What follows belongs to an exercise in optimizing a design on an open flow for small area, a short achievable clock period and few clock cycles; a production flow would make more cautious choices. Power and IR drop assume default switching activity.

==> try-fjord <==
==> flow/design.v <==
package art_pkg;
  localparam int unsigned ENTRIES_DEF      = 64;
  localparam int unsigned MAX_SUBJECTS_DEF = 16;
  localparam int unsigned MAX_OBJECTS_DEF  = 16;
  localparam int unsigned CFG_W = 5;
  localparam int unsigned LIST_MAX = 16;
  localparam logic [2:0] MODE_ADD  = 3'd0;
  localparam logic [2:0] MODE_REM  = 3'd1;
  localparam logic [2:0] MODE_NEW  = 3'd2;
  localparam logic [2:0] MODE_DEL  = 3'd3;
  localparam logic [2:0] MODE_OCC  = 3'd4;
  localparam logic [2:0] MODE_LIST = 3'd5;
  localparam logic [1:0] ST_DONE = 2'd0;
  localparam logic [1:0] ST_NEW  = 2'd1;
  localparam logic [1:0] ST_NONE = 2'd2;
  localparam logic [1:0] ST_FULL = 2'd3;
  localparam logic CFG_INIT_SUBJ = 1'b0;
  localparam logic CFG_OBJ_CNT   = 1'b1;
  localparam logic [1:0] RIGHTS_RW = 2'b11;
  typedef struct packed {
    logic start;     
    logic scan;      
    logic append;    
    logic finish;    
    logic emit;      
  } art_cmd_t;
  typedef struct packed {
    logic scan_done;   
    logic list_left;   
  } art_sts_t;
endpackage
module access_rights_table_unit
#(
  parameter int unsigned ENTRIES      = art_pkg::ENTRIES_DEF,
  parameter int unsigned MAX_SUBJECTS = art_pkg::MAX_SUBJECTS_DEF,
  parameter int unsigned MAX_OBJECTS  = art_pkg::MAX_OBJECTS_DEF
) (
  input  logic             clk_i,
  input  logic             rst_ni,
  input  logic             cfg_we_i,
  input  logic             cfg_idx_i,
  input  logic [art_pkg::CFG_W-1:0] cfg_data_i,
  input  logic             s_axis_tvalid,
  output logic             s_axis_tready,
  input  logic [15:0]      s_axis_tdata,   
  output logic             m_axis_tvalid,
  input  logic             m_axis_tready,
  output logic [31:0]      m_axis_tdata,   
  output logic             m_axis_tlast
);
  localparam int N = 64;
  logic        hv_q, sv_q;           
  logic [12:0] sc_q;                 
  logic [12:3] hc_q;                 
  logic        push, pop, load;
  assign s_axis_tready = !sv_q;
  assign push = s_axis_tvalid && !sv_q;
  assign load = pop || (push && !hv_q);
  logic [3:0] cs, co;
  logic [1:0] cm;
  assign cs   = hc_q[6:3];
  assign co   = hc_q[10:7];
  assign cm   = hc_q[12:11];
  logic m_add, m_rem, m_new, m_del, m_occ, m_list;
  logic [12:0] nh;
  logic [3:0]  hi_d;
  always_comb begin
    nh = sv_q ? sc_q : s_axis_tdata[12:0];
    if (nh[2:0] == art_pkg::MODE_OCC) nh[6:3] = hi_d;
  end
  logic [3:0] subj_q [0:N-1];
  logic [3:0] obj_q  [0:N-1];
  logic [1:0] rts_q  [0:N-1];
  logic [6:0] count_q;               
  logic       cinc_q, cdec_q;        
  logic [3:0] hi_q;                  
  logic [15:0] gone_q;
  logic [15:0] below_q;              
  logic [4:0] added_q, init_q;
  logic [4:0] objc_q;                
  logic       dany_q;                
  logic [6:0] ptr_q;                 
  logic        o0v_q, o0l_q;
  logic [23:0] o0d_q;
  logic ofree, step;
  assign ofree = !o0v_q || m_axis_tready;
  assign step = hv_q && ofree;
  logic use_s, use_o;                
  logic [N-1:0] valid, p;
  always_comb begin
    for (int i = 0; i < N; i++) begin
      valid[i] = (rts_q[i] != 2'b00);
      p[i] = valid[i] && (!use_s || subj_q[i] == cs) && (!use_o || obj_q[i] == co) &&
             (ptr_q[6] || (6'(i) < ptr_q[5:0]));
    end
  end
  logic [7:0] g_any, g_mul;
  logic [2:0] g_idx [0:7];
  logic [3:0] g_sub [0:7];
  always_comb
    for (int g = 0; g < 8; g++) begin
      logic [7:0] pg, hot;
      logic       seen;
      pg = p[8*g +: 8];
      seen = 1'b0;
      for (int j = 7; j >= 0; j--) begin
        hot[j] = pg[j] && !seen;
        seen = seen || pg[j];
      end
      g_any[g] = |pg;
      g_mul[g] = 1'b0;
      for (int j = 0; j < 8; j++)
        for (int k = j + 1; k < 8; k++) g_mul[g] = g_mul[g] | (pg[j] & pg[k]);
      g_idx[g] = '0;
      g_sub[g] = '0;
      for (int j = 0; j < 8; j++) begin
        g_idx[g] = g_idx[g] | (hot[j] ? 3'(j) : 3'd0);
        g_sub[g] = g_sub[g] | (hot[j] ? subj_q[8*g+j] : 4'd0);
      end
    end
  logic       any_p, multi;
  logic [5:0] hidx;
  logic [3:0] hsubj;
  always_comb begin
    logic [7:0] ghot;
    logic       seen, two;
    seen = 1'b0;
    for (int g = 7; g >= 0; g--) begin
      ghot[g] = g_any[g] && !seen;
      seen = seen || g_any[g];
    end
    any_p = |g_any;
    two = 1'b0;
    for (int g = 0; g < 8; g++)
      for (int k = g + 1; k < 8; k++) two = two | (g_any[g] & g_any[k]);
    multi = two || (|g_mul);
    hidx = '0;
    hsubj = '0;
    for (int g = 0; g < 8; g++) begin
      hidx = hidx | (ghot[g] ? {3'(g), g_idx[g]} : 6'd0);
      hsubj = hsubj | (ghot[g] ? g_sub[g] : 4'd0);
    end
  end
  logic remz;
  always_comb begin
    remz = 1'b0;
    for (int i = 0; i < N; i++)
      remz = remz | (p[i] && ((rts_q[i] & ~cm) == 2'b00));
  end
  logic [N-1:0] sh;
  logic [7:0]   gall, gpre;
  always_comb begin
    for (int g = 0; g < 8; g++) gall[g] = &valid[8*g +: 8];
    gpre[0] = 1'b1;
    for (int g = 1; g < 8; g++) gpre[g] = gpre[g-1] & gall[g-1];
    for (int i = 0; i < N; i++) begin
      sh[i] = gpre[i / 8];
      for (int j = 8 * (i / 8); j < i; j++) sh[i] = sh[i] & valid[j];
    end
  end
  logic [5:0] tot_raw;
  logic       tfull;
  logic [4:0] total;
  assign tot_raw = {1'b0, init_q} + {1'b0, added_q};
  assign tfull = (tot_raw >= 6'd16);
  assign total = tfull ? 5'd16 : tot_raw[4:0];
  logic sub_ok, tfull_tab, shift, ins;
  assign sub_ok = below_q[cs] && !gone_q[cs];
  assign tfull_tab = gpre[7] && gall[7];
  assign shift = step && m_add && sub_ok && (cm != 2'b00) && !tfull_tab;
  assign ins = shift && !any_p;
  logic occ_done, emit, done, last;
  logic empty;
  assign empty = !(|valid);
  assign occ_done = any_p || empty;
  always_comb begin
    emit = 1'b1; done = 1'b1; last = 1'b1;
    if (m_del && any_p) begin emit = 1'b0; done = 1'b0; end
    if (m_occ && !occ_done) begin emit = 1'b0; done = 1'b0; end
    if (m_list && multi) begin done = 1'b0; last = 1'b0; end
  end
  assign pop = step && done;
  logic [4:0] rows;
  assign rows = empty ? 5'd0 : {1'b0, cs} + 5'd1;
  logic [6:0] count;
  assign count = cinc_q ? count_q + 7'd1 : (cdec_q ? count_q - 7'd1 : count_q);
  assign hi_d = (ins && cs > hi_q) ? cs :
                (step && m_occ && !occ_done) ? cs - 4'd1 : hi_q;
  logic [1:0] st;
  logic [4:0] so;
  always_comb begin
    st = art_pkg::ST_NONE;
    so = '0;
    if (m_add) begin
      if (any_p) st = art_pkg::ST_DONE;
      else if (sub_ok) begin
        if (cm == 2'b00) st = art_pkg::ST_DONE;
        else if (tfull_tab) st = art_pkg::ST_FULL;
        else st = art_pkg::ST_NEW;
      end
    end
    if (m_rem && any_p) st = art_pkg::ST_DONE;
    if (m_new) begin
      if (tfull) begin st = art_pkg::ST_FULL; so = 5'd16; end
      else begin st = art_pkg::ST_DONE; so = total + 5'd1; end
    end
    if (m_del && dany_q) st = art_pkg::ST_DONE;
    if (m_occ) st = art_pkg::ST_DONE;
    if (m_list && any_p) begin st = art_pkg::ST_DONE; so = {1'b0, hsubj}; end
  end
  logic [8:0] cells;
  assign cells = empty ? 9'd0 : 9'(cs * objc_q) + 9'(objc_q);
  logic [23:0] res;
  assign res = {m_occ, m_occ ? count : 7'd0, m_occ ? cells : 9'd0, m_occ ? rows : so, st};
  logic [1:0] rorm, randm;
  assign rorm  = m_add ? cm : 2'b00;
  assign randm = m_rem ? ~cm : (m_add ? 2'b11 : 2'b00);
  always_ff @(posedge clk_i) begin
    for (int i = 0; i < N; i++) begin
      if (shift && sh[i]) begin
        subj_q[i] <= (i == 0) ? cs : subj_q[(i == 0) ? 0 : i-1];
        obj_q[i]  <= (i == 0) ? co : obj_q[(i == 0) ? 0 : i-1];
      end
    end
  end
  always_ff @(posedge clk_i or negedge rst_ni) begin
    if (!rst_ni) begin
      for (int i = 0; i < N; i++) rts_q[i] <= 2'b00;
    end else begin
      for (int i = 0; i < N; i++) begin
        if (shift && sh[i]) begin
          if (i == 0) rts_q[i] <= any_p ? 2'b00 : cm;
          else rts_q[i] <= rts_q[(i == 0) ? 0 : i-1] | (p[(i == 0) ? 0 : i-1] ? cm : 2'b00);
        end else if (step && (((m_add || m_rem) && p[i]) || (m_del && !ptr_q[6] && ptr_q[5:0] == 6'(i))))
          rts_q[i] <= (rts_q[i] | rorm) & randm;
      end
    end
  end
  logic [4:0]  init_d, added_d;
  logic [15:0] gone_d, below_d;
  logic [5:0]  tot_d;
  always_comb begin
    init_d = (cfg_we_i && cfg_idx_i == art_pkg::CFG_INIT_SUBJ) ? cfg_data_i : init_q;
    added_d = (step && m_new && !tfull) ? added_q + 5'd1 : added_q;
    gone_d = gone_q;
    if (step && m_del && !any_p && dany_q) gone_d[cs] = 1'b1;
    tot_d = {1'b0, init_d} + {1'b0, added_d};
    for (int k = 0; k < 16; k++) below_d[k] = (6'(k) < tot_d);
  end
  always_ff @(posedge clk_i) begin
    if (ofree) begin
      o0d_q <= res;
      o0l_q <= last;
    end
    if (!sv_q) sc_q <= s_axis_tdata[12:0];
  end
  always_ff @(posedge clk_i or negedge rst_ni) begin
    if (!rst_ni) begin
      hv_q <= 1'b0; sv_q <= 1'b0; hc_q <= '0;
      m_add <= 1'b0; m_rem <= 1'b0; m_new <= 1'b0; m_del <= 1'b0; m_occ <= 1'b0; m_list <= 1'b0;
      use_s <= 1'b0; use_o <= 1'b0;
      count_q <= '0; cinc_q <= 1'b0; cdec_q <= 1'b0; hi_q <= '0; gone_q <= '0; added_q <= '0;
      init_q <= 5'd2; objc_q <= 5'd2; below_q <= 16'h0003;
      ptr_q <= 7'd64; dany_q <= 1'b0;
      o0v_q <= 1'b0;
    end else begin
      if (cfg_we_i && cfg_idx_i == art_pkg::CFG_OBJ_CNT)
        objc_q <= (cfg_data_i > 5'd16) ? 5'd16 : cfg_data_i;
      init_q <= init_d;
      added_q <= added_d;
      gone_q <= gone_d;
      below_q <= below_d;
      if (load) begin
        hc_q <= nh[12:3];
        m_add  <= (nh[2:0] == art_pkg::MODE_ADD);
        m_rem  <= (nh[2:0] == art_pkg::MODE_REM);
        m_new  <= (nh[2:0] == art_pkg::MODE_NEW);
        m_del  <= (nh[2:0] == art_pkg::MODE_DEL);
        m_occ  <= (nh[2:0] == art_pkg::MODE_OCC);
        m_list <= (nh[2:0] == art_pkg::MODE_LIST);
        use_s  <= (nh[2:0] != art_pkg::MODE_LIST);
        use_o  <= (nh[2:0] == art_pkg::MODE_ADD) || (nh[2:0] == art_pkg::MODE_REM) ||
                  (nh[2:0] == art_pkg::MODE_LIST);
      end else if (step && m_occ && !occ_done) begin
        hc_q[6:3] <= hc_q[6:3] - 4'd1;
      end
      if (pop) begin
        if (sv_q) sv_q <= push;
        else hv_q <= push;
      end else if (push) begin
        if (!hv_q) hv_q <= 1'b1;
        else sv_q <= 1'b1;
      end
      if (step) begin
        ptr_q <= (done || m_occ) ? 7'd64 : {1'b0, hidx};
        dany_q <= done ? 1'b0 : (dany_q || (m_del && any_p));
      end
      count_q <= count;
      cinc_q <= ins;
      cdec_q <= step && ((m_rem && any_p && remz) || (m_del && !ptr_q[6]));
      hi_q <= hi_d;
      if (ofree) o0v_q <= step && emit;
    end
  end
  logic       o_occ;
  logic [4:0] o_x;
  assign o_occ = o0d_q[23];
  assign o_x = o0d_q[6:2];
  assign m_axis_tvalid = o0v_q;
  assign m_axis_tdata  = {4'b0, o0d_q[22:7], o_occ ? o_x : 5'd0,
                          o_occ ? 5'd0 : o_x, o0d_q[1:0]};
  assign m_axis_tlast  = o0l_q;
endmodule
==> flow/run.sh <==
#!/bin/bash
# synth_recipe.tcl (not shown) runs the flow's synth.tcl, then flattens the netlist and writes it again
# the make line also repeats each setting of config.mk as NAME=value (left out here)
make -C /OpenROAD-flow-scripts/flow DESIGN_CONFIG=/design/flow/config.mk WORK_HOME=/design/flow/orfs CLKGATE_MAP_FILE= SYNTH_SCRIPT=/design/flow/synth_recipe.tcl finish
==> flow/config.mk <==
export PLATFORM = sky130hd
export DESIGN_NAME = access_rights_table_unit
export DESIGN_NICKNAME = access_rights_table_unit
export VERILOG_FILES = /design/flow/design.v
export SDC_FILE = /design/flow/constraint.sdc
export NUM_CORES = 4
export LEC_CHECK = 0
export CAP_MARGIN = 20
export CORE_MARGIN = 2
export CORE_UTILIZATION = 40
export CTS_CLUSTER_DIAMETER = 80
export CTS_CLUSTER_SIZE = 30
export PLACE_DENSITY = 0.6
export SETUP_SLACK_MARGIN = 3.4
export SLEW_MARGIN = 20
==> flow/constraint.sdc <==
create_clock -name core_clock -period 8.0 [get_ports {clk_i}]
set_input_delay 1.6000 -clock core_clock [delete_from_list [all_inputs] [get_ports {clk_i}]]
set_output_delay 1.6000 -clock core_clock [all_outputs]
set_load 0.01 [all_outputs]
==> inputs of try-violet, as changes to try-fjord <==
--- a/flow/design.v
+++ b/flow/design.v
@@ -73,4 +73,3 @@
   logic [1:0] rts_q  [0:N-1];
-  logic [6:0] count_q;               
-  logic       cinc_q, cdec_q;        
+  logic [6:0] count_q;
   logic [3:0] hi_q;                  
@@ -87,3 +86,5 @@
   assign step = hv_q && ofree;
-  logic use_s, use_o;                
+  logic use_s, use_o;
+  assign use_s = !m_list;
+  assign use_o = m_add || m_rem || m_list;
   logic [N-1:0] valid, p;
@@ -93,3 +94,3 @@
       p[i] = valid[i] && (!use_s || subj_q[i] == cs) && (!use_o || obj_q[i] == co) &&
-             (ptr_q[6] || (6'(i) < ptr_q[5:0]));
+             (!m_list || ptr_q[6] || (6'(i) < ptr_q[5:0]));
     end
@@ -168,3 +169,3 @@
   assign sub_ok = below_q[cs] && !gone_q[cs];
-  assign tfull_tab = gpre[7] && gall[7];
+  assign tfull_tab = count_q[6];
   assign shift = step && m_add && sub_ok && (cm != 2'b00) && !tfull_tab;
@@ -172,8 +173,6 @@
   logic occ_done, emit, done, last;
-  logic empty;
-  assign empty = !(|valid);
-  assign occ_done = any_p || empty;
+  assign occ_done = any_p || (count_q == 7'd0);
   always_comb begin
     emit = 1'b1; done = 1'b1; last = 1'b1;
-    if (m_del && any_p) begin emit = 1'b0; done = 1'b0; end
+    if (m_del && multi) begin emit = 1'b0; done = 1'b0; end
     if (m_occ && !occ_done) begin emit = 1'b0; done = 1'b0; end
@@ -183,5 +182,3 @@
   logic [4:0] rows;
-  assign rows = empty ? 5'd0 : {1'b0, cs} + 5'd1;
-  logic [6:0] count;
-  assign count = cinc_q ? count_q + 7'd1 : (cdec_q ? count_q - 7'd1 : count_q);
+  assign rows = (count_q == 7'd0) ? 5'd0 : {1'b0, cs} + 5'd1;
   assign hi_d = (ins && cs > hi_q) ? cs :
@@ -206,3 +203,3 @@
     end
-    if (m_del && dany_q) st = art_pkg::ST_DONE;
+    if (m_del && (any_p || dany_q)) st = art_pkg::ST_DONE;
     if (m_occ) st = art_pkg::ST_DONE;
@@ -211,5 +208,5 @@
   logic [8:0] cells;
-  assign cells = empty ? 9'd0 : 9'(cs * objc_q) + 9'(objc_q);
+  assign cells = 9'(rows * objc_q);
   logic [23:0] res;
-  assign res = {m_occ, m_occ ? count : 7'd0, m_occ ? cells : 9'd0, m_occ ? rows : so, st};
+  assign res = {m_occ, m_occ ? count_q : 7'd0, m_occ ? cells : 9'd0, m_occ ? rows : so, st};
   logic [1:0] rorm, randm;
@@ -233,3 +230,3 @@
           else rts_q[i] <= rts_q[(i == 0) ? 0 : i-1] | (p[(i == 0) ? 0 : i-1] ? cm : 2'b00);
-        end else if (step && (((m_add || m_rem) && p[i]) || (m_del && !ptr_q[6] && ptr_q[5:0] == 6'(i))))
+        end else if (step && (((m_add || m_rem) && p[i]) || (m_del && p[i] && hidx == 6'(i))))
           rts_q[i] <= (rts_q[i] | rorm) & randm;
@@ -245,3 +242,3 @@
     gone_d = gone_q;
-    if (step && m_del && !any_p && dany_q) gone_d[cs] = 1'b1;
+    if (step && m_del && !multi && (any_p || dany_q)) gone_d[cs] = 1'b1;
     tot_d = {1'b0, init_d} + {1'b0, added_d};
@@ -260,4 +257,3 @@
       m_add <= 1'b0; m_rem <= 1'b0; m_new <= 1'b0; m_del <= 1'b0; m_occ <= 1'b0; m_list <= 1'b0;
-      use_s <= 1'b0; use_o <= 1'b0;
-      count_q <= '0; cinc_q <= 1'b0; cdec_q <= 1'b0; hi_q <= '0; gone_q <= '0; added_q <= '0;
+      count_q <= '0; hi_q <= '0; gone_q <= '0; added_q <= '0;
       init_q <= 5'd2; objc_q <= 5'd2; below_q <= 16'h0003;
@@ -280,5 +276,2 @@
         m_list <= (nh[2:0] == art_pkg::MODE_LIST);
-        use_s  <= (nh[2:0] != art_pkg::MODE_LIST);
-        use_o  <= (nh[2:0] == art_pkg::MODE_ADD) || (nh[2:0] == art_pkg::MODE_REM) ||
-                  (nh[2:0] == art_pkg::MODE_LIST);
       end else if (step && m_occ && !occ_done) begin
@@ -294,8 +287,8 @@
       if (step) begin
-        ptr_q <= (done || m_occ) ? 7'd64 : {1'b0, hidx};
+        ptr_q <= done ? 7'd64 : {1'b0, hidx};
         dany_q <= done ? 1'b0 : (dany_q || (m_del && any_p));
       end
-      count_q <= count;
-      cinc_q <= ins;
-      cdec_q <= step && ((m_rem && any_p && remz) || (m_del && !ptr_q[6]));
+      if (ins) count_q <= count_q + 7'd1;
+      else if (step && ((m_rem && any_p && remz) || (m_del && any_p)))
+        count_q <= count_q - 7'd1;
       hi_q <= hi_d;
Settings changed: CAP_MARGIN 20 to 5, SETUP_SLACK_MARGIN 3.4 to 3.3, SLEW_MARGIN 20 to 5.
==> comparison <==
- Against try-fjord, the clock power of try-violet is higher by about 5%.
- In try-violet the combinational power is higher than in try-fjord, by about 130%.
- Hold slack: try-fjord is lower than try-violet (2.0 ps).
- Utilization: try-fjord is lower than try-violet (2.6 points).
- In try-fjord the sequential power is lower than in try-violet, by about 4%.
- Of try-fjord and try-violet, try-violet has the higher routed wire length (gap 3.8%, measured against try-violet).
- Of try-fjord and try-violet, try-violet has the higher critical path depth (gap 3).
- Against try-fjord, the cell area of try-violet is larger by 7.5%.
- Against try-fjord, the via count of try-violet is higher by 5.5%.
==> figures <==
Status: try-violet no timing/DRC/antenna violations; try-fjord no timing/DRC/antenna violations
Non-clock buffer count: try-violet 451; try-fjord 307
End point of the worst hold path: try-violet obj_q[14][2]; try-fjord gone_q[11]
Overall fraction of global-route tracks in use: try-violet 29.39%; try-fjord 28.79%
GR met3 Demand/Resource: try-violet 6.364%; try-fjord 6.025%
Power Internal: try-violet 10.82 mW; try-fjord 7.772 mW
Number of storage elements in the synthesis netlist: try-violet 763; try-fjord 767
Number of logic inverters in the finished layout: try-violet 103; try-fjord 96
Met2 routing resource usage after global routing: try-violet 43.98%; try-fjord 42.91%
First-pass GRT wire length: try-violet 244.5 mm; try-fjord 235.1 mm
Die boundary height: try-violet 335.1 microns; try-fjord 332.0 microns
Number of clock buffers in the layout: try-violet 48; try-fjord 47
Tightest slew margin relative to the limit: try-violet 11.03%; try-fjord 17.55%
Flop pwr share: try-violet 23.3%; try-fjord 35.6%
Multiplexer share of the synthesized area: try-violet 3.526%; try-fjord 2.009%
Power in sequential cells: try-violet 5.01 mW; try-fjord 4.80 mW
Number of sequential cells: try-violet 763; try-fjord 767
Achievable clock frequency: try-violet 0.2040 GHz; try-fjord 0.2092 GHz
Multi-input logic area: try-violet 22710 sq um; try-fjord 20420 sq um
Number of global-route vias before repair: try-violet 34990; try-fjord 33207
Function was not checked in any run of this note: the RTL went through the layout flow alone.

## port drivers added, routing unchanged
In the flow no input, the clock included, has a driving cell. The finished layouts below were timed again as built, in two steps. Step 1 assumes that a clkbuf_16 drives the clock port and a buf_2 every other input. Step 2, shift: input delay + t, output delay - t, t = (earliest + latest rising clock arrival at the registers) / 2. This alone moves slack from input paths to output paths. a / b / c = ideal ports / drivers / drivers and shift; a / b = the first two.
run | shift t [ns] | setup WS [ns] | worst setup path at the end
try-fjord | 0.714 | 3.220 / 3.220 / 2.857 | input to register
try-violet | 0.751 | 3.097 / 3.097 / 2.728 | input to register
After both steps every run listed still meets setup and hold. For try-violet, which loses most, drivers alone change the setup slack by 0.000 ns; drivers and shift together by -0.369 ns.
